Background: an optimization exercise with open tools, aiming at small area, a short achievable clock period and few clock cycles per item. Do not read the settings as production practice. At most, simulation tests tie the RTL to the original design; equivalence was not proved. No functional check of the RTL was part of runs 7 and 8. Power figures rest on the tool's default switching activity, not on a simulated workload.

==> flow/design.v <==
`timescale 1ns/1ns
module huff_top
(
  input  logic       clk,
  input  logic       rst,
  input  logic       sym_req,
  input  logic [3:0] sym,
  output logic       sym_ack,
  output logic       table_start,
  output logic       table_valid,
  output logic       table_bit,
  output logic       table_done
);
  localparam logic [8:0] WMAX = 9'h1FF;         
  localparam logic [1:0] M_INIT = 2'd0;         
  localparam logic [1:0] M_COLL = 2'd1;         
  localparam logic [1:0] M_WAIT = 2'd2;         
  localparam logic [1:0] M_BLD  = 2'd3;         
  logic [1:0] mode;
  logic [3:0] p;                                
  logic       first;                            
  logic       last_p;                           
  logic [3:0] rnd;                              
  logic [7:0] blk;                              
  logic       take;
  logic       wrdy;                             
  logic       fin;                              
  logic       merged;                           
  logic [3:0] symq;                             
  logic       tq;                               
  assign last_p = (p == 4'd9);
  logic       open_in;                          
  logic       absorb;                           
  logic [15:0] full;                            
  assign open_in = (mode == M_COLL) | merged;
  assign absorb  = ~merged;
  assign take    = sym_req & ~sym_ack & open_in & ~full[sym];
  logic [8:0] w  [10];                          
  logic [3:0] sm [10];                          
  logic [3:0] n;                                
  logic [3:0] n2;                               
  logic [3:0] sm_n2;
  logic [3:0] smq;                              
  always_comb
  begin
    full = '0;
    for (int i = 0; i < 10; i++)
      full[i] = &sm[i];
  end
  assign n  = last_p ? 4'd0 : p + 4'd1;
  always_comb
  begin
    sm_n2 = '0;
    for (int i = 0; i < 10; i++)
      if (n2 == 4'(i))
        sm_n2 = sm[i];
  end
  logic [8:0] best_w, sec_w, sum_r;
  logic [3:0] best_i, sec_i, a_r, b_r;
  logic [8:0] sumv;
  logic [8:0] xd;                               
  logic       lt_b, lt_s;
  logic       mod_en;                           
  logic [3:0] a_e, b_e;
  assign sumv   = best_w + sec_w;               
  assign xd     = ~(first & merged) ? w[0] :
                  (best_i == 4'd0) ? WMAX : ((sec_i == 4'd0) ? sumv : w[0]);
  assign lt_b   = (w[0] <= best_w);             
  assign lt_s   = (w[0] <= sec_w);
  assign mod_en = merged & ~last_p;
  assign a_e    = first ? best_i : a_r;
  assign b_e    = first ? sec_i : b_r;
  always_ff @(posedge clk)
  begin
    for (int i = 0; i < 8; i++)
      w[i+1] <= w[i+2];
    w[9] <= ((mode == M_INIT) || (mode == M_BLD && rnd == 4'd8)) ? 9'd0 : xd;
    if (mode == M_INIT)
      w[0] <= 9'd0;
    else if (mod_en && n == a_e)
      w[0] <= WMAX;
    else if (mod_en && n == b_e)
      w[0] <= first ? sumv : sum_r;
    else
      w[0] <= w[1] + {5'd0, smq};                
    smq  <= (mode == M_INIT || !absorb) ? 4'd0 : sm_n2;
    for (int i = 0; i < 10; i++)
      sm[i] <= ((absorb && n2 == 4'(i)) ? 4'd0 : sm[i]) + {3'd0, tq && (symq == 4'(i))};
    symq <= sym;
    tq   <= take;
    if (first)
    begin
      best_w <= xd;
      best_i <= p;
      sec_w  <= WMAX;
      sum_r  <= sumv;                           
      a_r    <= best_i;
      b_r    <= sec_i;
    end
    else if (lt_b)
    begin
      best_w <= w[0];
      best_i <= p;
      sec_w  <= best_w;
      sec_i  <= best_i;
    end
    else if (lt_s)
    begin
      sec_w <= w[0];
      sec_i <= p;
    end
  end
  logic [7:0] rec [9];                          
  logic [3:0] q;                                
  logic [3:0] ra, rb;
  assign ra = rec[0][7:4];
  assign rb = rec[0][3:0];
  always_ff @(posedge clk)
  begin
    for (int i = 0; i < 8; i++)
      rec[i] <= rec[i+1];
    rec[8] <= (first && (merged || fin)) ? {best_i, sec_i} : rec[0];
  end
  localparam logic [1:0] E_IDLE = 2'd0;
  localparam logic [1:0] E_SYNC = 2'd1;         
  localparam logic [1:0] E_WALK = 2'd2;         
  localparam logic [1:0] E_EMIT = 2'd3;         
  logic [1:0] est;
  logic [3:0] dig;
  logic [3:0] s;                                
  logic [9:0] code;                             
  logic       last_bit;
  assign last_bit = (code[9:1] == 9'd1);
  always_ff @(posedge clk)
  begin
    case (est)
      E_WALK:
        if (s == ra)
        begin
          code <= {code[8:0], 1'b0};
          s    <= rb;
        end
        else if (s == rb)
          code <= {code[8:0], 1'b1};
      E_EMIT:
      begin
        code <= {1'b0, code[9:1]};
        if (last_bit)
        begin
          dig <= dig + 4'd1;
          s   <= dig + 4'd1;
        end
      end
      default:
        ;
    endcase
    if (fin)
    begin
      dig  <= '0;
      s    <= '0;
      code <= 10'd1;
    end
  end
  always_ff @(posedge clk or negedge rst)
  begin
    if (!rst)
    begin
      mode        <= M_INIT;
      p           <= '0;
      n2          <= 4'd2;
      first       <= 1'b1;
      merged      <= 1'b0;
      rnd         <= '0;
      blk         <= '0;
      wrdy        <= 1'b0;
      fin         <= 1'b0;
      sym_ack     <= 1'b0;
      q           <= '0;
      est         <= E_IDLE;
      table_start <= 1'b0;
      table_valid <= 1'b0;
      table_bit   <= 1'b0;
      table_done  <= 1'b0;
    end
    else
    begin
      p       <= n;
      if (mode == M_BLD && last_p)
        merged <= (rnd != 4'd8);                
      n2      <= (n2 == 4'd9) ? 4'd0 : n2 + 4'd1;
      first   <= last_p;
      sym_ack <= sym_req & (sym_ack | (open_in & ~full[sym]));
      if (tq)
        blk <= blk + 8'd1;
      fin <= 1'b0;
      case (mode)
        M_INIT:
          if (last_p)
            mode <= M_COLL;
        M_COLL:
          if (tq && blk == 8'd255)
            mode <= M_WAIT;
        M_WAIT:
          if (p == 4'd8)
            wrdy <= 1'b1;
          else if (last_p && wrdy)
          begin
            wrdy <= 1'b0;
            mode <= M_BLD;
            rnd  <= '0;
          end
        default:
          if (last_p)
          begin
            rnd <= rnd + 4'd1;
            if (rnd == 4'd8)
            begin
              mode <= M_COLL;
              fin  <= 1'b1;
            end
          end
      endcase
      q <= (fin || q == 4'd8) ? 4'd0 : q + 4'd1;
      table_start <= 1'b0;
      table_valid <= 1'b0;
      table_bit   <= 1'b0;
      table_done  <= 1'b0;
      case (est)
        E_IDLE:
          ;
        E_SYNC:
          if (dig == 4'd10)
          begin
            table_done <= 1'b1;
            est        <= E_IDLE;
          end
          else if (q == 4'd8)
            est <= E_WALK;
        E_WALK:
          if (q == 4'd8)
            est <= E_EMIT;
        default:
        begin
          table_valid <= 1'b1;
          table_bit   <= code[0];
          if (last_bit)
            est <= (q == 4'd8 && dig != 4'd9) ? E_WALK : E_SYNC;
        end
      endcase
      if (fin)
      begin
        table_start <= 1'b1;
        est         <= E_WALK;
      end
    end
  end
endmodule
==> flow/run.sh <==
#!/bin/bash
# synth_recipe.tcl (not shown) runs the flow's synth.tcl, then flattens the netlist and writes it again
# the make line also repeats each setting of config.mk as NAME=value (left out here)
make -C /OpenROAD-flow-scripts/flow DESIGN_CONFIG=/design/flow/config.mk WORK_HOME=/design/flow/orfs CLKGATE_MAP_FILE= SYNTH_SCRIPT=/design/flow/synth_recipe.tcl finish
==> flow/config.mk <==
export PLATFORM = sky130hd
export DESIGN_NAME = huff_top
export DESIGN_NICKNAME = huff_top
export VERILOG_FILES = /design/flow/design.v
export SDC_FILE = /design/flow/constraint.sdc
export NUM_CORES = 4
export LEC_CHECK = 0
export ABC_AREA = 1
export CAP_MARGIN = 20
export CORE_MARGIN = 2
export CORE_UTILIZATION = 50
export CTS_BUF_LIST = sky130_fd_sc_hd__clkbuf_8
export CTS_CLUSTER_DIAMETER = 50
export CTS_CLUSTER_SIZE = 16
export PLACE_DENSITY = 0.7
export SETUP_SLACK_MARGIN = 2.8
export SLEW_MARGIN = 20
==> flow/constraint.sdc <==
create_clock -name core_clock -period 5.0 [get_ports {clk}]
set_input_delay 1.0000 -clock core_clock [delete_from_list [all_inputs] [get_ports {clk}]]
set_output_delay 1.0000 -clock core_clock [all_outputs]
set_load 0.01 [all_outputs]
==> flow_summary.ini, run 1 <==
[drt]
drt-initial-drc-count = 528
finalWirelength_um = 23400
firstDrtPassIters = 5
vias_per_cell = 4.95
vias = 8742
drc = 0
drtAntennaViolNets = 0
wl_per_cell_um = 13.3

[pwr]
power_density_mw_per_mm2 = 415
leakage_uw = 0.00641
ir_worst_vdd_mv = 0.247

[sta]
slew_viol_final = 0
worstMarginPinSlew_ns = 0.863
fin_skew_ns = 0.0221
setup_viol = 0
fin_crit_sh_pct = 42.5
fmax_mhz = 471
hold_violations = 0
slew_headroom_pct = 42.5
setup_tns_ns = 0
min_period_ns = 2.12
rsz0062_at_grt = yes

[die]
die-width_um = 159
num_rows = 56
die_y_um = 159
fp.dieArea_mm2 = 0.0251
start_util_pct = 50.9
coreArea_mm2 = 0.0235
ios = 12

[status]
outcome = finished clean

[placed_design]
placedCellCount = 1694
io_buffer_count = 11
globalplace.congestion = 0.952
place_hpwl_um = 16800

[worst_setup_path]
r2r_slack_ns = 2.89
crit_buf_inv = 1
worst-path-stages = 1
crit_path_start_kind = register
rr_worst_depth = 10
criticalPathCategory = reg -> out
cp_cell_sequence = buf_2
worstSetupStartpoint = sym_ack$_DFF_PN0_
crit_path_end_kind = primary output
path_max_fanout = 2
critPathArrivalTime_ns = 1.12
r2r_start = first$_DFF_PN1_
slowest_stage = dfrtp_1
path_delay_family = flip-flops
endpoint = sym_ack
required_ns = 4.00
cp_slowest_stage_delay_ns = 0.39
r2r-end = w[0][5]$_SDFF_PP0_

[synthesis]
synth.area.top_cells = dfxtp_1 (43%), nand2_1 (11%), dfrtp_1 (7.3%)
synth_seq_area_share_pct = 54.8
ys.flop_type = dfxtp_1
synth_top_area_share_pct = 42.7
synth_fp_nets = 1456
synth.most_common_cell = nand2_1
synth_seq_cells = 309
yosys.area.top_type = dfxtp_1
async_flop_share_pct = 12.0
yosysWarnings = 4
synth-edff-count = 17
syn_avg_cell_area_um2 = 8.66
synth.distinct_cells = 39
synth_area_mm2 = 0.0119
yosys-top-cells-count = nand2_1 (363), dfxtp_1 (255), inv_1 (176), nor2_1 (107), nand3_1 (102)
synthCells = 1380

[clock_tree]
cts_buffers = 31
clk_pin_slew_ns = 0.10
cts.sinks = 309
clockBufferDepth = 3
cts_tree = yes
hold_buffers = 0
clock-root-buffer = clkbuf_8
htreeDepth = 1
clk-insertion-delay-late_ns = 0.60

[worst_hold_path]
hold_path_depth = 0
hold_class = reg -> reg

[global_routing]
grt_pass1_wl_um = 38200
grt_pass1_vias = 8019
grt_usage_pct = 18.8
overflow = 0
grt_start_max_net_pins = 38
antenna_found_initial = 0

[cells_and_area]
final_cells = 1766
regArea_mm2 = 0.00655
nFillCells = 2078
area_growth_pct = 10.8
drive_above_1_share_pct = 8.50
insertedDiodeCount = 0
nets = 1501
multi_input_area_mm2 = 0.00473

[run]
drv_cap = 0
## area by class of cell
cell class                 count  area share (%)
clock buffer                  32            3.33
clock inverter                23            1.64
inverter                     181            5.20
multi-input combinational    874            35.7
sequential                   309            49.5
tap                          319            3.01
timing repair buffer          28            1.66
## per-layer routing
layer  GRT usage, %  wire, um
met1           25.7     11000
met2           30.7     10500
met3           3.27      1410
met4           5.19       518
met5              0         0
## flip-flops by register name, summed over array words and instances (netlist names), 8 cells and up
name	cells
rec	72
w	90
sm	40
code	10
best_w	9
sec_w	9
sum_r	9
blk	8
## worst register-to-register path, cell delays in order, from the launching register on
cell and delay, ns:
dfstp_4 0.72, inv_6 0.12, nand2_2 0.11, nand3_1 0.06, nand2_1 0.10, nand2_1 0.10, nor2_4 0.17, nand3_4 0.19
nor2_1 0.15, nor2_1 0.05, nor2_1 0.22
## per-stage QoR
| stage | util (%) | instance area, um2 | hold slack [ns] | worst slack [ns] | power, uW |
|---|---|---|---|---|---|
| finish | 56.4 | 13200 | 0.315 | 2.88 | 5500 |
| global route | 56.4 | 13200 | 0.327 | 2.75 | 5780 |
| CTS | 55.7 | 13100 | 0.321 | 2.72 | 5400 |
| detailed placement | 52.7 | 12400 | 0.312 | 2.02 | 3660 |
| global placement | 52.7 | 12400 | 0.310 | 2.12 | 3650 |
| floorplan | - | 11900 | 0.310 | 2.90 | 3430 |
## how the worst min path moves through the flow
stage / from / to / slack, ns
2_1_floorplan: rec[1][0]$_DFF_P_ / rec[0][0]$_DFF_P_ / 0.31
3_3_place_gp: w[4][4]$_DFF_P_ / w[3][4]$_DFF_P_ / 0.31
3_5_place_dp: rec[1][7]$_DFF_P_ / rec[0][7]$_DFF_P_ / 0.31
4_1_cts: rec[6][1]$_DFF_P_ / rec[5][1]$_DFF_P_ / 0.32
5_1_grt: rec[8][7]$_DFF_P_ / rec[7][7]$_DFF_P_ / 0.33
6_report: w[7][4]$_DFF_P_ / w[6][4]$_DFF_P_ / 0.31
## where the power goes
group,leakage [uW],switching (uW),total (uW),internal (uW)
Clock,0.000347,941,1650,708
Combinational,0.00334,643,1030,386
Sequential,0.00273,107,2820,2710
Total,0.00641,1690,5500,3810
## cells by family (layout without fill, tap and decap cells)
group	Yosys count	count (layout)	synth area share (%)
DFF	309	309	54.8
buffers and inverters	197	264	6.38
adders and majority gates	69	69	7.35
and+or+nand+nor	640	640	22.9
AOI/OAI and AO/OA	120	120	5.25
muxes	3	3	0.283
xor gates and xnor gates	42	42	3.08
## repair_timing
item,4_1_cts,5_1_grt
gates resized for setup,32,12
pin swaps,2,3
buffers inserted,4,13
setup endpoints to repair,60,61
## placed cells by master (no fill, tap or decap), types with 9 or more instances in the layout
master    netlist  final
clkbuf_8        0     32
xnor2_1        24     24
edfxtp_1       17     17
xor2_1         18     18
buf_4           3     16
dfrtp_1        35     35
nand4_1        29     29
dfxtp_1       255    254
nand3_1       102    100
ha_1           67     65
o21ai_0        44     44
nor2_1        107    104
nand2_1       363    361
inv_1         176    178
a21oi_1        63     62
nand3b_1        9      9
Testbench counts, summed over its fixed seeds: cycles 36,143, blocks 64.
==> run 2: changes to the inputs <==
--- a/flow/config.mk
+++ b/flow/config.mk
@@ -8,10 +8,10 @@
 export ABC_AREA = 1
 export CAP_MARGIN = 20
 export CORE_MARGIN = 2
-export CORE_UTILIZATION = 50
+export CORE_UTILIZATION = 40
 export CTS_BUF_LIST = sky130_fd_sc_hd__clkbuf_8
-export CTS_CLUSTER_DIAMETER = 50
-export CTS_CLUSTER_SIZE = 16
-export PLACE_DENSITY = 0.7
+export CTS_CLUSTER_DIAMETER = 60
+export CTS_CLUSTER_SIZE = 20
+export PLACE_DENSITY = 0.6
 export SETUP_SLACK_MARGIN = 2.8
 export SLEW_MARGIN = 20
==> run 2 against run 1 <==
  * Global-route usage is 3.2 points lower
  * Largest cell class unchanged
  * Highest routed layer unchanged
  * Combinational power is 8% lower
  * Final area hardly changed
  * Die area is 24% higher
  * Largest power group unchanged
  * Clock-buffer cell count is 5 lower
  * Power is 2.9% lower
  * Clock skew is 0.0077 ns lower
  * Clock power is 5% lower
  * Sequential share of layout area is 0.056 points higher
  * Routed wire length is 1.5% higher
==> flow_summary.ini, run 2 <==
[status]
outcome = finished clean

[sta]
slew_headroom_pct = 39.9
setup_tns_ns = 0
worstMarginPinSlew_ns = 0.902
fin_skew_ns = 0.0144
fin_crit_sh_pct = 42.0
fmax_mhz = 476
slew_viol_final = 0
rsz0062_at_grt = no
setup_viol = 0
hold_violations = 0
min_period_ns = 2.10
finalWorstSetupSlack_ns = 2.90

[cells_and_area]
largest_reg_flops = 90
final_common_cell = nand2_1
area_growth_pct = 10.7
drive_above_1_share_pct = 8.02
nFillCells = 2877
nets = 1493
layout_common_cells = nand2_1 (359), dfxtp_1 (254), inv_1 (177), nor2_1 (103), nand3_1 (99)
insertedDiodeCount = 0
reg_top3 = w (90), rec (72), sm (40)
regMostFlops = w

[synthesis]
ys.flop_type = dfxtp_1
synth_seq_area_share_pct = 54.8
synth.distinct_cells = 39
yosys.area.top_type = dfxtp_1
yosysWarnings = 4
synth.most_common_cell = nand2_1
synth_area_mm2 = 0.0119
async_flop_share_pct = 12.0
synth-edff-count = 17
synthCells = 1380
synth_fp_nets = 1456
synth_top_area_share_pct = 42.7
yosys-top-cells-count = nand2_1 (363), dfxtp_1 (255), inv_1 (176), nor2_1 (107), nand3_1 (102)
synth_seq_cells = 309
syn_avg_cell_area_um2 = 8.66
synth.area.top_cells = dfxtp_1 (43%), nand2_1 (11%), dfrtp_1 (7.3%)

[worst_setup_path]
slowest_stage = dfrtp_1
cp_slowest_stage_delay_ns = 0.39
path_max_fanout = 1
r2r_start = best_w[0]$_DFFE_PP_
required_ns = 4.00
crit_path_end_kind = primary output
crit_path_start_kind = register
r2r-end = w[0][8]$_SDFF_PP0_
path_delay_family = flip-flops
critPathArrivalTime_ns = 1.10
criticalPathCategory = reg -> out
cp_cell_sequence = buf_2
rr_worst_depth = 13
crit_buf_inv = 1
r2r_slack_ns = 2.93

[worst_hold_path]
hold_path_depth = 0
worstHoldStart = rec[2][3]$_DFF_P_
hold_class = reg -> reg
hold_path_end = rec[1][3]$_DFF_P_

[run]
drv_cap = 0

[drt]
drt-initial-drc-count = 594
finalWirelength_um = 23800
vias = 8581
firstDrtPassIters = 5
drc = 0
drtAntennaViolNets = 0
wl_per_cell_um = 13.0
vias_per_cell = 4.70

[global_routing]
met3_usage_pct = 2.19
grtUsageMet2_pct = 25.7
overflow = 0
use_met1_pct = 21.7
grt_start_max_net_pins = 38
grt_pass1_wl_um = 39500
grt_usage_pct = 15.6
grt_pass1_vias = 8077
antenna_found_initial = 0
top_usage_layer = met2

[placed_design]
dpl_worst_slack_ns = 2.09
place_hpwl_um = 17200
io_buffer_count = 11
globalplace.congestion = 0.891

[clock_tree]
htreeDepth = 1
cts.sinks = 309
clockBufferDepth = 3
clk_pin_slew_ns = 0.11
cts_buffers = 26
hold_buffers = 0
clock-root-buffer = clkbuf_8
cts_tree = yes
clk-insertion-delay-late_ns = 0.58

[pwr]
power_density_mw_per_mm2 = 404
leakage_uw = 0.00635
ir_worst_vdd_mv = 0.274

[die]
coreArea_mm2 = 0.0296
num_rows = 63
fp.dieArea_mm2 = 0.0313
start_util_pct = 40.4
die_y_um = 177
die-width_um = 177
ios = 12
==> run 2: cell counts after synthesis <==
Identical to the previous run, type by type.
==> run 2: how the worst max path moves through the flow <==
stage / startpoint / to / slack, ns / cells after the start
after floorplan: best_w[8]$_DFFE_PP_ / best_i[0]$_DFFE_PP_ / 2.90 / 8
after global placement: best_w[8]$_DFFE_PP_ / sec_i[2]$_DFFE_PP_ / 2.14 / 8
after detailed placement: best_w[8]$_DFFE_PP_ / sec_i[2]$_DFFE_PP_ / 2.09 / 8
after CTS: best_w[6]$_DFFE_PP_ / sec_i[2]$_DFFE_PP_ / 2.83 / 8
after global routing: best_w[0]$_DFFE_PP_ / best_w[8]$_DFFE_PP_ / 2.79 / 13
final: table_valid$_DFF_PN0_ / table_valid / 2.90 / 1
==> run 2: worst reg2reg max path, delay by kind of cell, from the launching register on <==
family | cells | cell delay [ns]
buffers and inverters | 2 | 0.15
adder cells (fa/ha/maj) | 2 | 0.54
AND/OR/NAND/NOR | 9 | 0.88
flip-flops | 1 | 0.41
==> run 2: kinds of logic after synthesis <==
family	count (synthesis)	share of synthesized area, %
buf+inv	197	6.38
compound gates	120	5.25
mux	3	0.283
fa+ha+maj	69	7.35
flops	309	54.8
xor+xnor	42	3.08
simple gates	640	22.9
==> run 2: layout make-up <==
class | count | area [um2] | share of cell area, %
Clock inverter | 18 | 216 | 1.64
Clock buffer | 27 | 372 | 2.81
Inverter | 181 | 688 | 5.20
Multi-Input combinational cell | 874 | 4720 | 35.7
Sequential cell | 309 | 6550 | 49.5
Tap cell | 390 | 488 | 3.69
Timing Repair Buffer | 25 | 189 | 1.43
==> run 2: stage by stage <==
step | util (%) | hold WS (ns) | std cells | cell area [um2] | power (uW)
after floorplan | - | 0.310 | 1380 | 11900 | 3430
after global placement | 42.2 | 0.310 | 1766 | 12500 | 3670
after detailed placement | 42.2 | 0.312 | 1766 | 12500 | 3670
after CTS | 44.4 | 0.330 | 1818 | 13100 | 5340
after global routing | 44.8 | 0.331 | 1824 | 13200 | 5640
final | 44.8 | 0.328 | 1824 | 13200 | 5340
==> run 2: metal layers <==
layer  vias up  routed length (um)
li1       4454                   -
met1      3954               11900
met2       136               10500
met3        37                 905
met4         0                 512
met5         -                   0
==> run 2: what timing repair did <==
item	4_1_cts	5_1_grt
gates resized for setup	35	14
buffers inserted	7	6
setup endpoints to repair	56	58
pin swaps	2	3
hold endpoints to repair	0	0
==> run 2: where the power goes <==
| group | internal, uW | switching (uW) | leakage (uW) |
|---|---|---|---|
| logic | 331 | 615 | 0.00332 |
| registers | 2720 | 110 | 0.00273 |
| clock network | 624 | 944 | 0.000303 |
==> run 3: changes to the inputs <==
--- a/flow/config.mk
+++ b/flow/config.mk
@@ -13,5 +13,5 @@
 export CTS_CLUSTER_DIAMETER = 60
 export CTS_CLUSTER_SIZE = 20
 export PLACE_DENSITY = 0.6
-export SETUP_SLACK_MARGIN = 2.8
+export SETUP_SLACK_MARGIN = 2.85
 export SLEW_MARGIN = 20
==> run 3 against run 2 <==
  * Still clean
  * Final area is 0.53% higher
  * Combinational power is 6% higher
  * Core utilization is 0.24 points higher
  * Synthesized cell count stayed put
  * Sequential share of layout area is 0.26 points lower
==> flow_summary.ini, run 3 <==
[status]
outcome = finished clean

[die]
coreArea_mm2 = 0.0296
start_util_pct = 40.4
die-width_um = 177
fp.dieArea_mm2 = 0.0313
num_rows = 63
ios = 12
die_y_um = 177

[drt]
wl_per_cell_um = 13.1
drtAntennaViolNets = 0
vias = 8646
drc = 0
finalWirelength_um = 24100
firstDrtPassIters = 5
drt-initial-drc-count = 535
vias_per_cell = 4.72

[cells_and_area]
largest_reg_flops = 90
drive_above_1_share_pct = 8.67
nFillCells = 2872
nets = 1500
insertedDiodeCount = 0
reg_top3 = w (90), rec (72), sm (40)
area_growth_pct = 11.3
layout_common_cells = nand2_1 (359), dfxtp_1 (254), inv_1 (177), nor2_1 (103), nand3_1 (97)
final_util_pct = 45.0
regMostFlops = w
final_common_cell = nand2_1
regArea_mm2 = 0.00655
multi_input_area_mm2 = 0.00475

[sta]
slew_viol_final = 0
hold_violations = 0
rsz0062_at_grt = yes
fmax_mhz = 477
slew_headroom_pct = 39.8
worstMarginPinSlew_ns = 0.903
min_period_ns = 2.10
fin_skew_ns = 0.0204
setup_viol = 0
fin_crit_sh_pct = 41.9
setup_tns_ns = 0

[clock_tree]
clockBufferDepth = 3
cts_buffers = 26
cts.sinks = 309
clock-root-buffer = clkbuf_8
clk_pin_slew_ns = 0.11
clk-insertion-delay-late_ns = 0.58
cts_tree = yes
htreeDepth = 1
hold_buffers = 0

[worst_setup_path]
crit_buf_inv = 1
criticalPathCategory = reg -> out
cp_cell_sequence = buf_2
crit_path_end_kind = primary output
path_delay_family = flip-flops
required_ns = 4.00
cp_slowest_stage_delay_ns = 0.39
critPathArrivalTime_ns = 1.10
path_max_fanout = 1
crit_path_start_kind = register
slowest_stage = dfrtp_1

[pwr]
leakage_uw = 0.00638
ir_worst_vdd_mv = 0.274
power_density_mw_per_mm2 = 406

[synthesis]
synthMuxAreaShare_pct = 0.283
synth_seq_area_share_pct = 54.8
ys.flop_type = dfxtp_1
synth_compound_area_share_pct = 5.25
yosysWarnings = 4
synth_top_area_share_pct = 42.7
synth.area.top_cells = dfxtp_1 (43%), nand2_1 (11%), dfrtp_1 (7.3%)
synth_area_mm2 = 0.0119
synth_fp_nets = 1456
synth.most_common_cell = nand2_1
synth_seq_cells = 309
synthSimpleGateAreaFrac_pct = 22.9
synth-edff-count = 17
yosys-top-cells-count = nand2_1 (363), dfxtp_1 (255), inv_1 (176), nor2_1 (107), nand3_1 (102)
synth.distinct_cells = 39
syn_avg_cell_area_um2 = 8.66
async_flop_share_pct = 12.0
synth_top_family_by_area = simple AND/OR/NAND/NOR gates
yosys.area.top_type = dfxtp_1
synth_xor_area_share_pct = 3.08
synthCells = 1380
synth_adder_area_share_pct = 7.35

[global_routing]
grt_start_max_net_pins = 38
grt_usage_pct = 15.6
overflow = 0
grt_pass1_wl_um = 39500
grt_pass1_vias = 8077
antenna_found_initial = 0

[placed_design]
io_buffer_count = 11
place_hpwl_um = 17200
globalplace.congestion = 0.891

[run]
drv_cap = 0

[worst_hold_path]
hold_class = reg -> reg
[run 3: cell count changes in the layout (fill, tap and decap cells not counted), sizes merged]
cell | previous run | this run
nand3 | 105 | 106
clkbuf | 27 | 28
buf | 20 | 25
[run 3: final timing paths]
check	start	to	slack (ns)	cells after the start
min reg2reg	rec[8][6]$_DFF_P_	rec[7][6]$_DFF_P_	0.33	0
min in group asynchronous	rst	table_bit$_DFF_PN0_	0.54	1
min	rec[8][6]$_DFF_P_	rec[7][6]$_DFF_P_	0.33	0
max reg2reg	best_w[8]$_DFFE_PP_	best_i[1]$_DFFE_PP_	2.92	7
max	table_valid$_DFF_PN0_	table_valid	2.90	1
max in group asynchronous	rst	merged$_DFFE_PN0P_	3.88	1
[run 3: cells by family (layout without fill, tap and decap cells)]
| family | after synthesis | after routing |
|---|---|---|
| adders and majority gates | 69 | 69 |
| buffers and inverters | 197 | 257 |
| DFF | 309 | 309 |
| muxes | 3 | 3 |
| and+or+nand+nor | 640 | 641 |
| AOI/OAI and AO/OA | 120 | 120 |
| xor gates and xnor gates | 42 | 42 |
[run 3: layout make-up]
cell class | count | share of cell area (%)
multi-input combinational | 875 | 35.7
timing repair buffer | 31 | 1.74
sequential | 309 | 49.3
clock buffer | 27 | 2.79
clock inverter | 18 | 1.63
inverter | 181 | 5.17
tap | 390 | 3.67
[run 3: repair_timing]
action | 4_1_cts | 5_1_grt
resized for setup | 35 | 18
pin swaps | 2 | 5
setup buffers | 7 | 12
endpoints found under the setup margin | 61 | 65
gates cloned | 0 | 1
[run 3: where the power goes]
group	internal, uW	leakage [uW]	total, uW	switching, uW
logic	369	0.00335	1000	631
clock network	624	0.000303	1570	949
registers	2720	0.00273	2830	111
[run 3: worst register-to-register path, delay by kind of cell (launching register included)]
family	cells	cell delay, ns
flops	1	0.38
simple gates	5	0.92
fa+ha+maj	1	0.30
buf+inv	1	0.07
[run 3: routing by layer]
layer	wire length, um	GRT usage [%]	up-vias
met3	964	2.19	36
met4	496	3.62	0
met1	12000	21.7	3993
met2	10600	25.7	149
li1	-	-	4468
met5	0	0	-
[run 3: metrics by stage]
step                      power [uW]  std cells  cell area, um2  hold slack (ns)  worst slack (ns)
after floorplan                 3430       1380           11900            0.310              2.90
after global placement          3670       1766           12500            0.310              2.14
after detailed placement        3670       1766           12500            0.312              2.09
after CTS                       5340       1818           13100            0.330              2.83
after global routing            5690       1831           13300            0.331              2.83
final                           5400       1831           13300            0.326              2.90
==> run 4: changes to the inputs <==
--- a/flow/config.mk
+++ b/flow/config.mk
@@ -9,9 +9,9 @@
 export CAP_MARGIN = 20
 export CORE_MARGIN = 2
 export CORE_UTILIZATION = 40
-export CTS_BUF_LIST = sky130_fd_sc_hd__clkbuf_8
-export CTS_CLUSTER_DIAMETER = 60
-export CTS_CLUSTER_SIZE = 20
+export CTS_BUF_LIST = sky130_fd_sc_hd__clkbuf_16
+export CTS_CLUSTER_DIAMETER = 100
+export CTS_CLUSTER_SIZE = 30
 export PLACE_DENSITY = 0.6
-export SETUP_SLACK_MARGIN = 2.85
+export SETUP_SLACK_MARGIN = 2.7
 export SLEW_MARGIN = 20
==> run 4 against run 3 <==
  * Power decreased by 6.8%
  * Final area decreased by 2.2%
  * Combinational power decreased by 11%
  * Maximum frequency decreased by 5.4%
  * Sequential power about the same
  * Hold slack got worse by 0.017 ns
  * Critical path depth increased by 6
  * Clock power decreased by 16%
  * Non-clock buffer count decreased by 14
  * Cell count decreased by 2.0%
  * Register-to-register slack got worse by 0.14 ns
==> flow_summary.ini, run 4 <==
[worst_setup_path]
r2r_slack_ns = 2.78
path_max_fanout = 13
crit_path_end_kind = register
rr_worst_depth = 7
criticalPathCategory = reg -> reg
crit_path_start_kind = register
required_ns = 5.16
critPathArrivalTime_ns = 2.38

[synthesis]
synth-edff-count = 17
synth.most_common_cell = nand2_1
synth_area_mm2 = 0.0119
synth_seq_area_share_pct = 54.8
ys.flop_type = dfxtp_1
synth.area.top_cells = dfxtp_1 (43%), nand2_1 (11%), dfrtp_1 (7.3%)
synth_fp_nets = 1456
synth_top_area_share_pct = 42.7
synth.distinct_cells = 39
yosys.area.top_type = dfxtp_1
async_flop_share_pct = 12.0
syn_avg_cell_area_um2 = 8.66
yosysWarnings = 4
synth_seq_cells = 309
synthCells = 1380
yosys-top-cells-count = nand2_1 (363), dfxtp_1 (255), inv_1 (176), nor2_1 (107), nand3_1 (102)

[cells_and_area]
final_common_cell = nand2_1
drive_above_1_share_pct = 5.27
nets = 1473
largest_reg_flops = 90
insertedDiodeCount = 0
layout_common_cells = nand2_1 (359), dfxtp_1 (254), inv_1 (181), nor2_1 (104), nand3_1 (100)
area_growth_pct = 8.86
reg_top3 = w (90), rec (72), sm (40)
regMostFlops = w
nFillCells = 2909

[clock_tree]
clk-insertion-delay-late_ns = 0.50
cts_buffers = 14
htreeDepth = 1
cts_tree = yes
cts.sinks = 309
clk_pin_slew_ns = 0.11
clockBufferDepth = 3
clock-root-buffer = clkbuf_16

[global_routing]
grt_pass1_wl_um = 39000
grt_start_max_net_pins = 38
antenna_found_initial = 0
grt_pass1_vias = 7953
grt_usage_pct = 15.4
overflow = 0

[die]
die-width_um = 177
start_util_pct = 40.4
ios = 12
die_y_um = 177
fp.dieArea_mm2 = 0.0313
coreArea_mm2 = 0.0296
num_rows = 63

[sta]
setup_viol = 0
slew_headroom_pct = 39.4
fin_crit_sh_pct = 44.3
min_period_ns = 2.22
rsz0062_at_grt = yes
fmax_mhz = 451
slew_viol_final = 0
setup_tns_ns = 0
fin_skew_ns = 0.0324
hold_violations = 0
finalWorstSetupSlack_ns = 2.78
worstMarginPinSlew_ns = 0.909

[drt]
finalWirelength_um = 23500
drtAntennaViolNets = 0
drt-initial-drc-count = 584
vias_per_cell = 4.74
drc = 0
vias = 8504
wl_per_cell_um = 13.1
firstDrtPassIters = 5

[placed_design]
globalplace.congestion = 0.891
io_buffer_count = 11
place_hpwl_um = 17200
dpl_worst_slack_ns = 2.09

[pwr]
power_density_mw_per_mm2 = 387
ir_worst_vdd_mv = 0.309
leakage_uw = 0.00625

[worst_hold_path]
hold_class = reg -> reg
hold_path_depth = 0

[status]
outcome = finished clean

[run]
drv_cap = 0
==> run 4: cell counts after synthesis <==
Identical to the previous run, type by type.
==> run 4: through the flow <==
stage                     area, um2  power (uW)  instances  util (%)  hold slack [ns]
final                         13000        5040       1795      44.0            0.309
after global routing          13000        5310       1795      44.0            0.315
after floorplan               11900        3430       1380         -            0.310
after detailed placement      12500        3670       1766      42.2            0.312
after CTS                     12900        5050       1793      43.8            0.307
after global placement        12500        3670       1766      42.2            0.310
==> run 4: timing repair <==
| item | CTS | global route |
|---|---|---|
| resized for setup | 15 | 14 |
| hold buffers | 0 | 0 |
| pin swaps | 1 | 2 |
| buffers inserted | 3 | 2 |
| endpoints found under the setup margin | 55 | 33 |
==> run 4: final timing paths <==
path | start | to
setup / recovery | best_w[4]$_DFFE_PP_ | best_w[8]$_DFFE_PP_
hold / removal | w[3][2]$_DFF_P_ | w[2][2]$_DFF_P_
setup reg to reg | best_w[4]$_DFFE_PP_ | best_w[8]$_DFFE_PP_
hold reg to reg | w[3][2]$_DFF_P_ | w[2][2]$_DFF_P_
max in group asynchronous | rst | p[3]$_DFF_PN0_
min in group asynchronous | rst | table_bit$_DFF_PN0_
==> run 4: cell type report <==
class / instances / area [um2] / area share [%]
multi-input cells: 874 / 4710 / 36.2
well taps: 390 / 488 / 3.75
clock buffers: 15 / 375 / 2.89
flip-flops and latches: 309 / 6550 / 50.4
repair buffers: 17 / 144 / 1.11
clock inverters: 9 / 51.3 / 0.394
inverters: 181 / 686 / 5.27
==> run 4: power breakdown <==
part	total, uW	internal (uW)	switching (uW)
clock network	1320	559	759
registers	2820	2720	107
logic	894	284	610
==> run 4: cell families (layout without fill, tap and decap cells) <==
| group | count (synthesis) | after routing | share of synthesized area, % |
|---|---|---|---|
| AOI/OAI and AO/OA | 120 | 120 | 5.25 |
| adders and majority gates | 69 | 69 | 7.35 |
| xor gates and xnor gates | 42 | 42 | 3.08 |
| and+or+nand+nor | 640 | 640 | 22.9 |
| buffers and inverters | 197 | 222 | 6.38 |
| muxes | 3 | 3 | 0.283 |
| DFF | 309 | 309 | 54.8 |
==> run 4: metal layers <==
metal | vias to the layer above | GRT usage [%] | wire length (um)
met2 | 149 | 25.4 | 10500
met3 | 33 | 2.04 | 866
met1 | 3922 | 21.3 | 11700
met5 | - | 0 | 0
li1 | 4400 | - | -
met4 | 0 | 3.72 | 452
==> run 4: critical path, cell delays in order, from the launching register on <==
cell and delay (ns):
edfxtp_1 0.39, inv_1 0.07, ha_1 0.30, nand2_1 0.09, nor3_1 0.16, nand4_1 0.26, buf_4 0.28, nand3_2 0.31
==> run 5: changes to the inputs <==
--- a/flow/config.mk
+++ b/flow/config.mk
@@ -13,5 +13,5 @@
 export CTS_CLUSTER_DIAMETER = 100
 export CTS_CLUSTER_SIZE = 30
 export PLACE_DENSITY = 0.6
-export SETUP_SLACK_MARGIN = 2.7
+export SETUP_SLACK_MARGIN = 2.8
 export SLEW_MARGIN = 20
==> run 5 against run 4 <==
  * Largest power group unchanged
  * Area after synthesis is the same
  * Sequential power hardly changed
  * Power up 1.9%
  * Routed wire length grew 0.22%
  * Setup slack improved by 0.078 ns
  * Largest cell class unchanged
==> flow_summary.ini, run 5 <==
[status]
outcome = finished clean

[drt]
wl_met1_um = 11700
dr_wl_met2_um = 10600
vias = 8575
route.top_layer_used = met4
finalWirelength_um = 23600
wl_per_cell_um = 13.1
drc = 0
vias_per_cell = 4.76
firstDrtPassIters = 6
wl_met3_um = 904
drtAntennaViolNets = 0
drt-initial-drc-count = 577

[pwr]
leakage_uw = 0.00629
power_density_mw_per_mm2 = 391
ir_worst_vdd_mv = 0.309

[cells_and_area]
layout_common_cells = nand2_1 (359), dfxtp_1 (254), inv_1 (180), nor2_1 (103), nand3_1 (97)
reg_top3 = w (90), rec (72), sm (40)
nets = 1481
multi_input_area_mm2 = 0.00474
regMostFlops = w
insertedDiodeCount = 0
regArea_mm2 = 0.00655
nFillCells = 2904
drive_above_1_share_pct = 6.16
final_common_cell = nand2_1
stdcell_area_mm2 = 0.0131
largest_reg_flops = 90
area_growth_pct = 9.80
final_util_pct = 44.4

[synthesis]
yosysWarnings = 4
syn_avg_cell_area_um2 = 8.66
synth_seq_area_share_pct = 54.8
synth_fp_nets = 1456
synth.distinct_cells = 39
synth-edff-count = 17
synthCells = 1380
synth.area.top_cells = dfxtp_1 (43%), nand2_1 (11%), dfrtp_1 (7.3%)
yosys.area.top_type = dfxtp_1
async_flop_share_pct = 12.0
synth_area_mm2 = 0.0119
ys.flop_type = dfxtp_1
synth.most_common_cell = nand2_1
yosys-top-cells-count = nand2_1 (363), dfxtp_1 (255), inv_1 (176), nor2_1 (107), nand3_1 (102)
synth_seq_cells = 309
synth_top_area_share_pct = 42.7

[worst_setup_path]
worstSetupStartpoint = table_done$_DFF_PN0_
crit_path_start_kind = register
criticalPathCategory = reg -> out
crit_buf_inv = 1
r2r_start = best_w[4]$_DFFE_PP_
required_ns = 4.00
crit_path_end_kind = primary output
cp_cell_sequence = dlygate4sd2_1
slowest_stage = dfrtp_1
path_max_fanout = 1
path_delay_family = flip-flops
cp_slowest_stage_delay_ns = 0.37
critPathArrivalTime_ns = 1.14

[sta]
setup_tns_ns = 0
worstMarginPinSlew_ns = 0.911
rsz0062_at_grt = no
setup_viol = 0
min_period_ns = 2.14
slew_headroom_pct = 39.3
fin_skew_ns = 0.0302
fmax_mhz = 468
hold_violations = 0
slew_viol_final = 0
worst_hold_slack_ns = 0.308
fin_crit_sh_pct = 42.8

[worst_hold_path]
hold_class = reg -> reg
worstHoldStart = w[3][2]$_DFF_P_

[global_routing]
grt_start_max_net_pins = 38
grt_pass1_vias = 7981
grt_usage_pct = 15.4
antenna_found_initial = 0
grt_pass1_wl_um = 39100
overflow = 0

[die]
start_util_pct = 40.4
ios = 12
num_rows = 63
die_y_um = 177
die-width_um = 177
coreArea_mm2 = 0.0296
fp.dieArea_mm2 = 0.0313

[clock_tree]
hold_buffers = 0
cts_buffers = 14
clock-root-buffer = clkbuf_16
clk-insertion-delay-late_ns = 0.50
clockBufferDepth = 3
clk_pin_slew_ns = 0.11
htreeDepth = 1
cts_tree = yes
cts.sinks = 309

[placed_design]
io_buffer_count = 11
globalplace.congestion = 0.891
place_hpwl_um = 17200
dpl_cell_area_mm2 = 0.0125

[run]
drv_cap = 0
-- run 5: layer usage --
metal | vias up | GRT usage [%]
li1 | 4418 | -
met1 | 3965 | 21.4
met2 | 159 | 25.8
met3 | 33 | 1.95
met4 | 0 | 3.34
met5 | - | 0
-- run 5: power by group --
part	leakage, uW	switching (uW)	internal, uW
clock	0.000229	755	559
combinational	0.00333	638	357
sequential	0.00273	107	2720
total	0.00629	1500	3630
-- run 5: logic make-up after synthesis --
group	share of synthesized area (%)
AOI/OAI and AO/OA	5.25
DFF	54.8
and+or+nand+nor	22.9
adders and majority gates	7.35
buffers and inverters	6.38
xor gates and xnor gates	3.08
muxes	0.283
-- run 5: per-stage QoR --
stage / power, uW / instances / setup slack (ns)
after global routing: 5410 / 1803 / 2.79
final: 5130 / 1803 / 2.86
after detailed placement: 3670 / 1766 / 2.09
after CTS: 5100 / 1795 / 2.81
after floorplan: 3430 / 1380 / 2.90
after global placement: 3670 / 1766 / 2.14
-- run 5: final cells by class --
type                    instances  share of cell area [%]
repair buffers                 25                    1.71
flip-flops and latches        309                    49.9
clock buffers                  15                    2.86
inverters                     181                    5.25
clock inverters                 9                   0.391
multi-input cells             874                    36.1
well taps                     390                    3.72
-- run 5: worst register-to-register path: stages (launching register included) --
cell	delay, ns
edfxtp_1	0.39
inv_1	0.07
ha_1	0.30
nand2_1	0.09
o21ai_0	0.23
nand2_1	0.14
nand3_4	0.19
nand2_8	0.10
nor2_4	0.25
nor2_2	0.10
-- run 5: what timing repair did --
| action | in CTS | in global routing |
|---|---|---|
| resized for setup | 24 | 18 |
| pin swaps | 2 | 3 |
| hold endpoints to repair | 0 | 0 |
| setup endpoints to repair | 59 | 49 |
| setup buffers | 5 | 8 |
-- run 5: final timing paths --
| kind | to | cells past startpoint | slack [ns] |
|---|---|---|---|
| worst max-delay path | table_done | 1 | 2.86 |
| worst min-delay path | w[2][2]$_DFF_P_ | 0 | 0.31 |
| worst max register to register | sec_i[2]$_DFFE_PP_ | 9 | 2.90 |
| worst min register to register | w[2][2]$_DFF_P_ | 0 | 0.31 |
| max in group asynchronous | p[3]$_DFF_PN0_ | 1 | 3.82 |
| min in group asynchronous | table_bit$_DFF_PN0_ | 1 | 0.62 |
==> run 6: changes to the inputs <==
--- a/flow/config.mk
+++ b/flow/config.mk
@@ -10,8 +10,8 @@
 export CORE_MARGIN = 2
 export CORE_UTILIZATION = 40
 export CTS_BUF_LIST = sky130_fd_sc_hd__clkbuf_16
-export CTS_CLUSTER_DIAMETER = 100
-export CTS_CLUSTER_SIZE = 30
+export CTS_CLUSTER_DIAMETER = 80
+export CTS_CLUSTER_SIZE = 34
 export PLACE_DENSITY = 0.6
 export SETUP_SLACK_MARGIN = 2.8
 export SLEW_MARGIN = 20
==> run 6 against run 5 <==
  * First-iteration DRC count fell by 9.4%
  * Maximum frequency shrank 0.27%
  * Register-to-register slack better by 0.02 ns
  * Largest power group unchanged
  * Highest routed layer unchanged
==> flow_summary.ini, run 6 <==
[status]
outcome = finished clean

[clock_tree]
clockBufferDepth = 3
htreeDepth = 1
cts_tree = yes
cts_buffers = 16
clk-insertion-delay-late_ns = 0.52
clock-root-buffer = clkbuf_16
cts.sinks = 309
hold_buffers = 0
clk_pin_slew_ns = 0.12

[sta]
hold_violations = 0
slew_viol_final = 0
rsz0062_at_grt = no
min_period_ns = 2.14
fin_skew_ns = 0.0264
fin_crit_sh_pct = 42.9
setup_viol = 0
fmax_mhz = 466
setup_tns_ns = 0
worstMarginPinSlew_ns = 0.894
slew_headroom_pct = 40.4

[cells_and_area]
insertedDiodeCount = 0
regMostFlops = w
layout_common_cells = nand2_1 (359), dfxtp_1 (254), inv_1 (177), nor2_1 (103), nand3_1 (97)
drive_above_1_share_pct = 6.91
largest_reg_flops = 90
reg_top3 = w (90), rec (72), sm (40)
final_util_pct = 44.9
final_common_cell = nand2_1
area_growth_pct = 11.2
nets = 1485

[synthesis]
synth.area.top_cells = dfxtp_1 (43%), nand2_1 (11%), dfrtp_1 (7.3%)
synth_seq_cells = 309
yosys.area.top_type = dfxtp_1
yosysWarnings = 4
synth_seq_area_share_pct = 54.8
synth_top_area_share_pct = 42.7
yosys-top-cells-count = nand2_1 (363), dfxtp_1 (255), inv_1 (176), nor2_1 (107), nand3_1 (102)
synthSimpleGateAreaFrac_pct = 22.9
async_flop_share_pct = 12.0
synth-edff-count = 17
synthMuxAreaShare_pct = 0.283
synthCells = 1380
synth_area_mm2 = 0.0119
ys.flop_type = dfxtp_1
synth_top_family_by_area = simple AND/OR/NAND/NOR gates
synth.distinct_cells = 39
synth_compound_area_share_pct = 5.25
synth_fp_nets = 1456
synth.most_common_cell = nand2_1
syn_avg_cell_area_um2 = 8.66
synth_adder_area_share_pct = 7.35
synth_xor_area_share_pct = 3.08

[drt]
finalWirelength_um = 23700
drtAntennaViolNets = 0
wl_per_cell_um = 13.1
vias_per_cell = 4.72
drc = 0
vias = 8547
drt-initial-drc-count = 523
firstDrtPassIters = 5

[pwr]
leakage_uw = 0.00636
power_density_mw_per_mm2 = 404
ir_worst_vdd_mv = 0.327

[worst_setup_path]
cp_slowest_stage_delay_ns = 0.37
crit_buf_inv = 1
cp_cell_sequence = dlygate4sd2_1
required_ns = 4.00
criticalPathCategory = reg -> out
critPathArrivalTime_ns = 1.14
path_delay_family = flip-flops
crit_path_end_kind = primary output
crit_path_start_kind = register
slowest_stage = dfrtp_1
path_max_fanout = 1

[global_routing]
grt_usage_pct = 15.4
grt_pass1_wl_um = 39000
overflow = 0
antenna_found_initial = 0
grt_pass1_vias = 7983
grt_start_max_net_pins = 38

[die]
start_util_pct = 40.4
num_rows = 63
fp.dieArea_mm2 = 0.0313
coreArea_mm2 = 0.0296
die_y_um = 177
ios = 12
die-width_um = 177

[placed_design]
globalplace.congestion = 0.891
io_buffer_count = 11
place_hpwl_um = 17200

[run]
drv_cap = 0

[worst_hold_path]
hold_class = reg -> reg
==> run 6: cell counts after synthesis <==
Identical to the previous run, type by type.
==> run 6: what timing repair did <==
item	CTS	global route
resized for setup	21	21
pin swaps	2	2
setup endpoints to repair	59	64
buffers inserted	7	8
==> run 6: final timing paths <==
check / endpoint / start / slack [ns] / cells past startpoint
setup / recovery: table_done / table_done$_DFF_PN0_ / 2.86 / 1
hold / removal: w[5][0]$_DFF_P_ / w[6][0]$_DFF_P_ / 0.31 / 0
setup reg to reg: best_w[7]$_DFFE_PP_ / best_w[5]$_DFFE_PP_ / 2.92 / 11
hold reg to reg: w[5][0]$_DFF_P_ / w[6][0]$_DFF_P_ / 0.31 / 0
max in group asynchronous: merged$_DFFE_PN0P_ / rst / 3.83 / 1
min in group asynchronous: table_bit$_DFF_PN0_ / rst / 0.60 / 1
==> run 6: area by class of cell <==
type,count,area (um2)
Clock inverter,11,168
Multi-Input combinational cell,874,4730
Fill cell,2879,16300
Sequential cell,309,6550
Tap cell,390,488
Inverter,181,688
Timing Repair Buffer,27,228
Clock buffer,17,425
==> run 6: cell families (layout without fill, tap and decap cells) <==
kind of cell | count (synthesis) | in the layout
multiplexers | 3 | 3
AO/OA/AOI/OAI | 120 | 120
buffers and inverters | 197 | 236
AND/OR/NAND/NOR | 640 | 640
adder cells (fa/ha/maj) | 69 | 69
flip-flops | 309 | 309
XOR/XNOR | 42 | 42
==> run 6: through the flow <==
stage	hold slack (ns)	instance area, um2	total power, uW	std cells	worst slack [ns]
5_1_grt	0.316	13300	5650	1809	2.80
3_3_place_gp	0.310	12500	3670	1766	2.14
3_5_place_dp	0.312	12500	3670	1766	2.09
6_report	0.309	13300	5370	1809	2.86
4_1_cts	0.308	13200	5370	1801	2.81
2_1_floorplan	0.310	11900	3430	1380	2.90
==> run 6: metal layers <==
layer | routed length, um | track usage (%)
met5 | 0 | 0
met3 | 827 | 1.83
met4 | 495 | 3.93
met1 | 11600 | 21.2
met2 | 10700 | 25.7
==> run 6: power by group <==
part | internal, uW | switching [uW] | leakage, uW
registers | 2720 | 107 | 0.00273
logic | 332 | 619 | 0.00334
clock network | 693 | 900 | 0.000292
total | 3740 | 1630 | 0.00636
==> run 7: changes to the inputs <==
--- a/flow/design.v
+++ b/flow/design.v
@@ -32,8 +32,13 @@
   logic       open_in;                          
   logic       absorb;                           
   logic [15:0] full;                            
-  assign open_in = (mode == M_COLL) | merged;
-  assign absorb  = ~merged;
+  logic       sym_bad;                          
+  logic       sm_done;                          
+  assign sym_bad = sym[3] & (sym[2] | sym[1]);
+  assign sm_done = (sym <= n2) | (p >= 4'd8);
+  assign open_in = (mode == M_COLL) | merged |
+                   ((mode == M_BLD) & (sm_done | sym_bad)) | ((mode == M_WAIT) & sym_bad);
+  assign absorb  = ~merged & ~((mode == M_BLD) & (p >= 4'd8));
   assign take    = sym_req & ~sym_ack & open_in & ~full[sym];
   logic [8:0] w  [10];                          
   logic [3:0] sm [10];                          
--- a/flow/config.mk
+++ b/flow/config.mk
@@ -9,9 +9,9 @@
 export CAP_MARGIN = 20
 export CORE_MARGIN = 2
 export CORE_UTILIZATION = 40
-export CTS_BUF_LIST = sky130_fd_sc_hd__clkbuf_16
-export CTS_CLUSTER_DIAMETER = 80
-export CTS_CLUSTER_SIZE = 34
+export CTS_BUF_LIST = sky130_fd_sc_hd__clkbuf_8
+export CTS_CLUSTER_DIAMETER = 50
+export CTS_CLUSTER_SIZE = 16
 export PLACE_DENSITY = 0.6
 export SETUP_SLACK_MARGIN = 2.8
 export SLEW_MARGIN = 20
==> run 7 against run 6 <==
  * Largest power group unchanged
  * Critical endpoint is now sym_ack
  * Die area up 1.8%
  * Clock skew down 0.0025 ns
  * Via count up 2.7%
  * Register-to-register slack about the same
  * Global-route usage up 0.48 points
  * Core utilization up 1.2 points
==> flow_summary.ini, run 7 <==
[placed_design]
placedCellCount = 1787
globalplace.congestion = 0.868
dpl_cell_area_mm2 = 0.0127
io_buffer_count = 11
place_hpwl_um = 17600
dpl_worst_slack_ns = 2.13

[clock_tree]
clk_pin_slew_ns = 0.09
hold_buffers = 0
cts.sinks = 309
cts_buffers = 35
clock-root-buffer = clkbuf_8
clockBufferDepth = 3
clk-insertion-delay-late_ns = 0.54
htreeDepth = 2
cts_tree = yes

[synthesis]
synth.area.top_cells = dfxtp_1 (42%), nand2_1 (11%), ha_1 (7.4%)
synth_seq_area_share_pct = 53.8
yosys.area.top_type = dfxtp_1
synth_area_mm2 = 0.0122
yosysWarnings = 4
ys.flop_type = dfxtp_1
synthCells = 1403
yosys-top-cells-count = nand2_1 (345), dfxtp_1 (255), inv_1 (178), nor2_1 (121), nand3_1 (95)
synth.most_common_cell = nand2_1
synth-edff-count = 17
synth_fp_nets = 1484
synth_top_area_share_pct = 41.9
syn_avg_cell_area_um2 = 8.67
async_flop_share_pct = 12.0
synth_seq_cells = 309
synth.distinct_cells = 46

[global_routing]
antenna_found_initial = 0
overflow = 0
grt_usage_pct = 15.9
grt_pass1_wl_um = 40900
grt_start_max_net_pins = 38
grt_pass1_vias = 8439

[worst_setup_path]
r2r_start = first$_DFF_PN1_
rr_worst_depth = 6
criticalPathCategory = reg -> out
crit_path_end_kind = primary output
required_ns = 4.00
path_max_fanout = 2
path_delay_family = flip-flops
worstSetupStartpoint = sym_ack$_DFF_PN0_
cp_slowest_stage_delay_ns = 0.39
critPathArrivalTime_ns = 1.15
crit_buf_inv = 1
cp_cell_sequence = clkdlybuf4s15_1
r2r-end = best_w[3]$_DFFE_PP_
slowest_stage = dfrtp_1
r2r_slack_ns = 2.92
crit_path_start_kind = register

[run]
drv_cap = 0

[worst_hold_path]
hold_path_depth = 0
hold_class = reg -> reg
worstHoldStart = rec[6][4]$_DFF_P_
hold_path_end = rec[5][4]$_DFF_P_

[drt]
wl_per_cell_um = 13.1
vias_per_cell = 4.72
finalWirelength_um = 24300
firstDrtPassIters = 5
vias = 8775
drc = 0
drt-initial-drc-count = 553
drtAntennaViolNets = 0

[sta]
finalWorstSetupSlack_ns = 2.85
slew_headroom_pct = 41.8
min_period_ns = 2.15
setup_tns_ns = 0
slew_viol_final = 0
worstMarginPinSlew_ns = 0.872
fin_crit_sh_pct = 43.0
hold_violations = 0
fmax_mhz = 465
rsz0062_at_grt = yes
fin_skew_ns = 0.0239
setup_viol = 0

[cells_and_area]
nFillCells = 2876
final_cells = 1860
reg_top3 = w (90), rec (72), sm (40)
area_growth_pct = 12.8
stdcell_area_mm2 = 0.0137
regMostFlops = w
largest_reg_flops = 90
final_common_cell = nand2_1
nets = 1528
layout_common_cells = nand2_1 (343), dfxtp_1 (255), inv_1 (180), nor2_1 (115), nand3_1 (93)
insertedDiodeCount = 0
drive_above_1_share_pct = 9.05

[die]
num_rows = 63
start_util_pct = 40.8
fp.dieArea_mm2 = 0.0318
die_y_um = 178
ios = 12
die-width_um = 178
coreArea_mm2 = 0.0298

[pwr]
power_density_mw_per_mm2 = 417
leakage_uw = 0.00652
ir_worst_vdd_mv = 0.359

[status]
outcome = finished clean
[run 7: cell types whose count changed after synthesis, sizes merged, moves of 2 or more]
| cell | before | now |
|---|---|---|
| xor2 | 18 | 26 |
| o21ai | 49 | 52 |
| o211ai | 3 | 1 |
| ha | 67 | 72 |
| inv | 180 | 183 |
| xnor2 | 24 | 22 |
| nand3 | 105 | 99 |
| nand4 | 29 | 36 |
| nand2 | 370 | 352 |
| clkbuf | 8 | 11 |
| nor2 | 111 | 130 |
[run 7: how the worst max path moves through the flow]
| stage | to | slack [ns] | cells past startpoint |
|---|---|---|---|
| floorplan | sm[3][2]$_DFF_P_ | 2.81 | 8 |
| global placement | sec_i[0]$_DFFE_PP_ | 2.22 | 8 |
| detailed placement | sec_i[2]$_DFFE_PP_ | 2.13 | 8 |
| CTS | table_done | 2.80 | 1 |
| global route | best_w[3]$_DFFE_PP_ | 2.78 | 6 |
| finish | sym_ack | 2.85 | 1 |
[run 7: logic make-up (layout without fill, tap and decap cells)]
kind of cell	after synthesis	after routing	share of synthesized area [%]
AND/OR/NAND/NOR	641	642	22.8
adder cells (fa/ha/maj)	74	74	7.73
AO/OA/AOI/OAI	124	124	5.33
multiplexers	4	4	0.360
buffers and inverters	203	269	6.50
XOR/XNOR	48	48	3.52
flip-flops	309	309	53.8
[run 7: per-stage QoR]
stage	hold WS [ns]	power [uW]	util, %
6_report	0.321	5720	46.1
5_1_grt	0.327	6040	46.1
4_1_cts	0.325	5740	45.7
3_5_place_dp	0.312	3670	42.5
3_3_place_gp	0.310	3650	42.5
2_1_floorplan	0.310	3450	-
[run 7: metal layers]
layer | share of wire [%] | track usage (%) | vias to the layer above
li1 | - | - | 4564
met1 | 49 | 21.0 | 4049
met2 | 46 | 26.8 | 122
met3 | 3.4 | 2.58 | 40
met4 | 1.9 | 4.71 | 0
met5 | 0 | 0 | -
[run 7: area by class of cell]
cell class,instances,area (um2),area share (%)
Timing Repair Buffer,24,214,1.56
Sequential cell,309,6550,47.7
Clock buffer,38,523,3.81
Multi-Input combinational cell,892,4940,36.0
Clock inverter,22,314,2.29
Inverter,185,699,5.09
Tap cell,390,488,3.55
[run 7: where the power goes]
group / internal [uW] / switching, uW
clock network: 1010 / 960
registers: 2710 / 112
logic: 330 / 595
total: 4060 / 1670
[run 7: timing repair]
| item | CTS | global route |
|---|---|---|
| buffers inserted | 6 | 6 |
| pin swaps | 3 | 2 |
| setup endpoints to repair | 101 | 69 |
| cloned | 0 | 1 |
| resized for setup | 23 | 23 |
==> run 8: changes to the inputs <==
--- a/flow/design.v
+++ b/flow/design.v
@@ -26,19 +26,12 @@
   logic       wrdy;                             
   logic       fin;                              
   logic       merged;                           
-  logic [3:0] symq;                             
-  logic       tq;                               
   assign last_p = (p == 4'd9);
   logic       open_in;                          
   logic       absorb;                           
   logic [15:0] full;                            
-  logic       sym_bad;                          
-  logic       sm_done;                          
-  assign sym_bad = sym[3] & (sym[2] | sym[1]);
-  assign sm_done = (sym <= n2) | (p >= 4'd8);
-  assign open_in = (mode == M_COLL) | merged |
-                   ((mode == M_BLD) & (sm_done | sym_bad)) | ((mode == M_WAIT) & sym_bad);
-  assign absorb  = ~merged & ~((mode == M_BLD) & (p >= 4'd8));
+  assign open_in = (mode == M_COLL) | merged;
+  assign absorb  = ~merged;
   assign take    = sym_req & ~sym_ack & open_in & ~full[sym];
   logic [8:0] w  [10];                          
   logic [3:0] sm [10];                          
@@ -90,9 +83,7 @@
       w[0] <= w[1] + {5'd0, smq};                
     smq  <= (mode == M_INIT || !absorb) ? 4'd0 : sm_n2;
     for (int i = 0; i < 10; i++)
-      sm[i] <= ((absorb && n2 == 4'(i)) ? 4'd0 : sm[i]) + {3'd0, tq && (symq == 4'(i))};
-    symq <= sym;
-    tq   <= take;
+      sm[i] <= ((absorb && n2 == 4'(i)) ? 4'd0 : sm[i]) + {3'd0, take && (sym == 4'(i))};
     if (first)
     begin
       best_w <= xd;
@@ -195,7 +186,7 @@
       n2      <= (n2 == 4'd9) ? 4'd0 : n2 + 4'd1;
       first   <= last_p;
       sym_ack <= sym_req & (sym_ack | (open_in & ~full[sym]));
-      if (tq)
+      if (take)
         blk <= blk + 8'd1;
       fin <= 1'b0;
       case (mode)
@@ -203,7 +194,7 @@
           if (last_p)
             mode <= M_COLL;
         M_COLL:
-          if (tq && blk == 8'd255)
+          if (take && blk == 8'd255)
             mode <= M_WAIT;
         M_WAIT:
           if (p == 4'd8)
==> run 8 against run 7 <==
  * Sequential share of layout area fell by 0.63 points
  * Combinational power rose by 140%
  * Die area fell by 3.6%
  * Cell count fell by 4.4%
  * Clock skew rose by 0.00056 ns
  * Still clean on timing, DRC and antenna
  * Hold slack improved by 0.0028 ns
  * Setup slack got worse by 0.035 ns
  * Core utilization rose by 1.5 points
  * Critical endpoint is now sm[1][3]$_DFF_P_
  * Via count fell by 5.2%
  * Power rose by 24%
  * Final area fell by 0.23%
==> flow_summary.ini, run 8 <==
[sta]
worstMarginPinSlew_ns = 0.909
slew_viol_final = 0
fmax_mhz = 457
fin_crit_sh_pct = 43.7
min_period_ns = 2.19
finalWorstSetupSlack_ns = 2.81
hold_violations = 0
rsz0062_at_grt = yes
fin_skew_ns = 0.0245
setup_tns_ns = 0
slew_headroom_pct = 39.4
setup_viol = 0

[global_routing]
grt_usage_pct = 15.0
antenna_found_initial = 0
grt_pass1_wl_um = 38300
grt_start_max_net_pins = 38
overflow = 0
grt_pass1_vias = 7917

[placed_design]
dpl_worst_slack_ns = 1.17
place_hpwl_um = 16000
io_buffer_count = 11
dpl_cell_area_mm2 = 0.0123
globalplace.congestion = 0.846

[drt]
drc = 0
vias_per_cell = 4.68
wl_per_cell_um = 12.9
finalWirelength_um = 22900
drtAntennaViolNets = 0
drt-initial-drc-count = 376
firstDrtPassIters = 5
vias = 8316

[clock_tree]
clock-root-buffer = clkbuf_8
htreeDepth = 1
cts_buffers = 30
clockBufferDepth = 3
clk_pin_slew_ns = 0.09
cts_tree = yes
clk-insertion-delay-late_ns = 0.59
cts.sinks = 304

[cells_and_area]
largest_reg_flops = 90
layout_common_cells = nand2_1 (303), dfxtp_1 (250), inv_1 (162), nor2_1 (77), nand3_1 (65)
reg_top3 = w (90), rec (72), sm (40)
area_growth_pct = 16.9
final_common_cell = nand2_1
drive_above_1_share_pct = 15.2
insertedDiodeCount = 0
nets = 1450
stdcell_area_mm2 = 0.0137
final_util_pct = 47.6
nFillCells = 2707
regMostFlops = w

[synthesis]
synth-edff-count = 17
synth.most_common_cell = nand2_1
ys.flop_type = dfxtp_1
synth_fp_nets = 1387
async_flop_share_pct = 12.2
yosysWarnings = 4
synth.area.top_cells = dfxtp_1 (43%), nand2_1 (10%), dfrtp_1 (7.5%)
synth_top_area_share_pct = 42.7
synth.distinct_cells = 47
synth_area_mm2 = 0.0117
yosys.area.top_type = dfxtp_1
syn_avg_cell_area_um2 = 8.94
synthCells = 1311
yosys-top-cells-count = nand2_1 (311), dfxtp_1 (250), inv_1 (169), nor2_1 (101), nand3_1 (74)
synth_seq_cells = 304
synth_seq_area_share_pct = 55.0

[die]
coreArea_mm2 = 0.0288
die_y_um = 175
fp.dieArea_mm2 = 0.0307
die-width_um = 175
num_rows = 62
ios = 12
start_util_pct = 40.7

[worst_setup_path]
r2r_slack_ns = 2.84
crit_path_start_kind = input pin
criticalPathCategory = in -> reg
critPathArrivalTime_ns = 2.66
required_ns = 5.47
path_max_fanout = 4
crit_path_end_kind = register

[status]
outcome = finished clean

[pwr]
leakage_uw = 0.00641
ir_worst_vdd_mv = 0.247
power_density_mw_per_mm2 = 518

[worst_hold_path]
hold_class = reg -> reg

[run]
drv_cap = 0
==> run 8: cell families after synthesis <==
logic type / synth area share (%)
buffers and inverters: 6.19
AND/OR/NAND/NOR: 20.1
AO/OA/AOI/OAI: 6.26
XOR/XNOR: 4.27
flip-flops: 55.0
multiplexers: 0.673
adder cells (fa/ha/maj): 7.49
==> run 8: final timing paths <==
check | startpoint | to | depth (start not counted)
worst max-delay path | sym[1] | sm[1][3]$_DFF_P_ | 17
worst min-delay path | rec[2][7]$_DFF_P_ | rec[1][7]$_DFF_P_ | 0
worst max register to register | mode[0]$_DFFE_PN0P_ | sm[1][3]$_DFF_P_ | 14
worst min register to register | rec[2][7]$_DFF_P_ | rec[1][7]$_DFF_P_ | 0
max in group asynchronous | rst | merged$_DFFE_PN0P_ | 1
min in group asynchronous | rst | table_bit$_DFF_PN0_ | 1
==> run 8: routing by layer <==
metal / up-vias / part of all wire [%] / track usage [%] / routed length (um)
li1: 4301 / - / - / -
met1: 3886 / 50 / 21.2 / 11400
met2: 98 / 45 / 24.3 / 10300
met3: 31 / 3.1 / 2.20 / 713
met4: 0 / 1.9 / 3.65 / 431
met5: - / 0 / 0 / 0
==> run 8: where the power goes <==
group	switching, uW	leakage (uW)	internal (uW)	total [uW]
clock	911	0.000358	808	1720
combinational	1390	0.00337	872	2260
sequential	247	0.00268	2880	3120
==> run 8: layout make-up <==
| type | instances | area [um2] | share of cell area, % |
|---|---|---|---|
| Multi-Input combinational cell | 818 | 5030 | 36.7 |
| Clock inverter | 19 | 240 | 1.75 |
| Clock buffer | 33 | 454 | 3.32 |
| Sequential cell | 304 | 6450 | 47.1 |
| Inverter | 174 | 676 | 4.93 |
| Timing Repair Buffer | 46 | 372 | 2.71 |
| Tap cell | 384 | 480 | 3.51 |
==> run 8: worst max-delay path, stage by stage <==
cell      delay [ns]
buf_12          0.13
inv_12          0.05
nor2_4          0.03
nand3b_1        0.07
nand2_1         0.06
nor2_1          0.09
nor2_1          0.06
nor2_2          0.13
nand2_2         0.09
nor2_4          0.22
buf_6           0.15
nand2_8         0.07
nor2_4          0.12
ha_4            0.15
nand3_2         0.07
xor2_1          0.14
nor2_1          0.05
==> run 8: timing repair <==
item | in CTS | in global routing
buffers inserted | 17 | 17
gates resized for setup | 73 | 87
pin swaps | 11 | 40
hold buffers | 0 | 0
setup endpoints to repair | 104 | 73
==> run 8: metrics by stage <==
stage          instances  hold WS (ns)  power (uW)
6_report            1778         0.324        7100
5_1_grt             1778         0.329        7600
4_1_cts             1761         0.325        7010
3_5_place_dp        1692         0.312        4930
3_3_place_gp        1692         0.310        4890
2_1_floorplan       1311         0.310        4420

## port drivers added, routing unchanged
In the flow no input, the clock included, has a driving cell. The finished layouts below were timed again as built, in two steps. Step 1: set_driving_cell puts a clkbuf_16 on clk and a buf_2 on each other input, an assumption about the parent block. Step 2 times the ports against the registers' clock, not the clock port: input delays grow and output delays shrink by t, the midpoint of the rising clock arrivals with the driver on. Slacks: no drivers / after step 1 / after step 2; pairs: no drivers / after step 1.
| run | t, ns | slack for setup (ns) | worst setup path at the end | clock arrival spread, ns | worst slew at a driven data input, ns |
|---|---|---|---|---|---|
| run 1 | 0.633 | 2.876 / 2.833 / 2.431 | input to register | 0.022 / 0.022 | 0.03 |
| run 2 | 0.617 | 2.901 / 2.855 / 2.388 | input to register | 0.015 / 0.016 | 0.03 |
| run 3 | 0.617 | 2.903 / 2.858 / 2.379 | input to register | 0.020 / 0.020 | 0.03 |
| run 4 | 0.538 | 2.784 / 2.771 / 2.396 | input to register | 0.033 / 0.033 | 0.03 |
| run 5 | 0.536 | 2.862 / 2.813 / 2.741 | input to register | 0.031 / 0.030 | 0.03 |
| run 6 | 0.560 | 2.856 / 2.807 / 2.713 | input to register | 0.027 / 0.027 | 0.03 |
| run 7 | 0.575 | 2.848 / 2.802 / 2.401 | input to register | 0.024 / 0.025 | 0.03 |
| run 8 | 0.623 | 2.813 / 2.808 / 2.185 | input to register | 0.025 / 0.024 | 0.06 |
After both steps setup and hold are still met in every run listed. The setup slack of run 8, which loses most, moves by -0.005 ns with the drivers and by -0.628 ns with both steps.
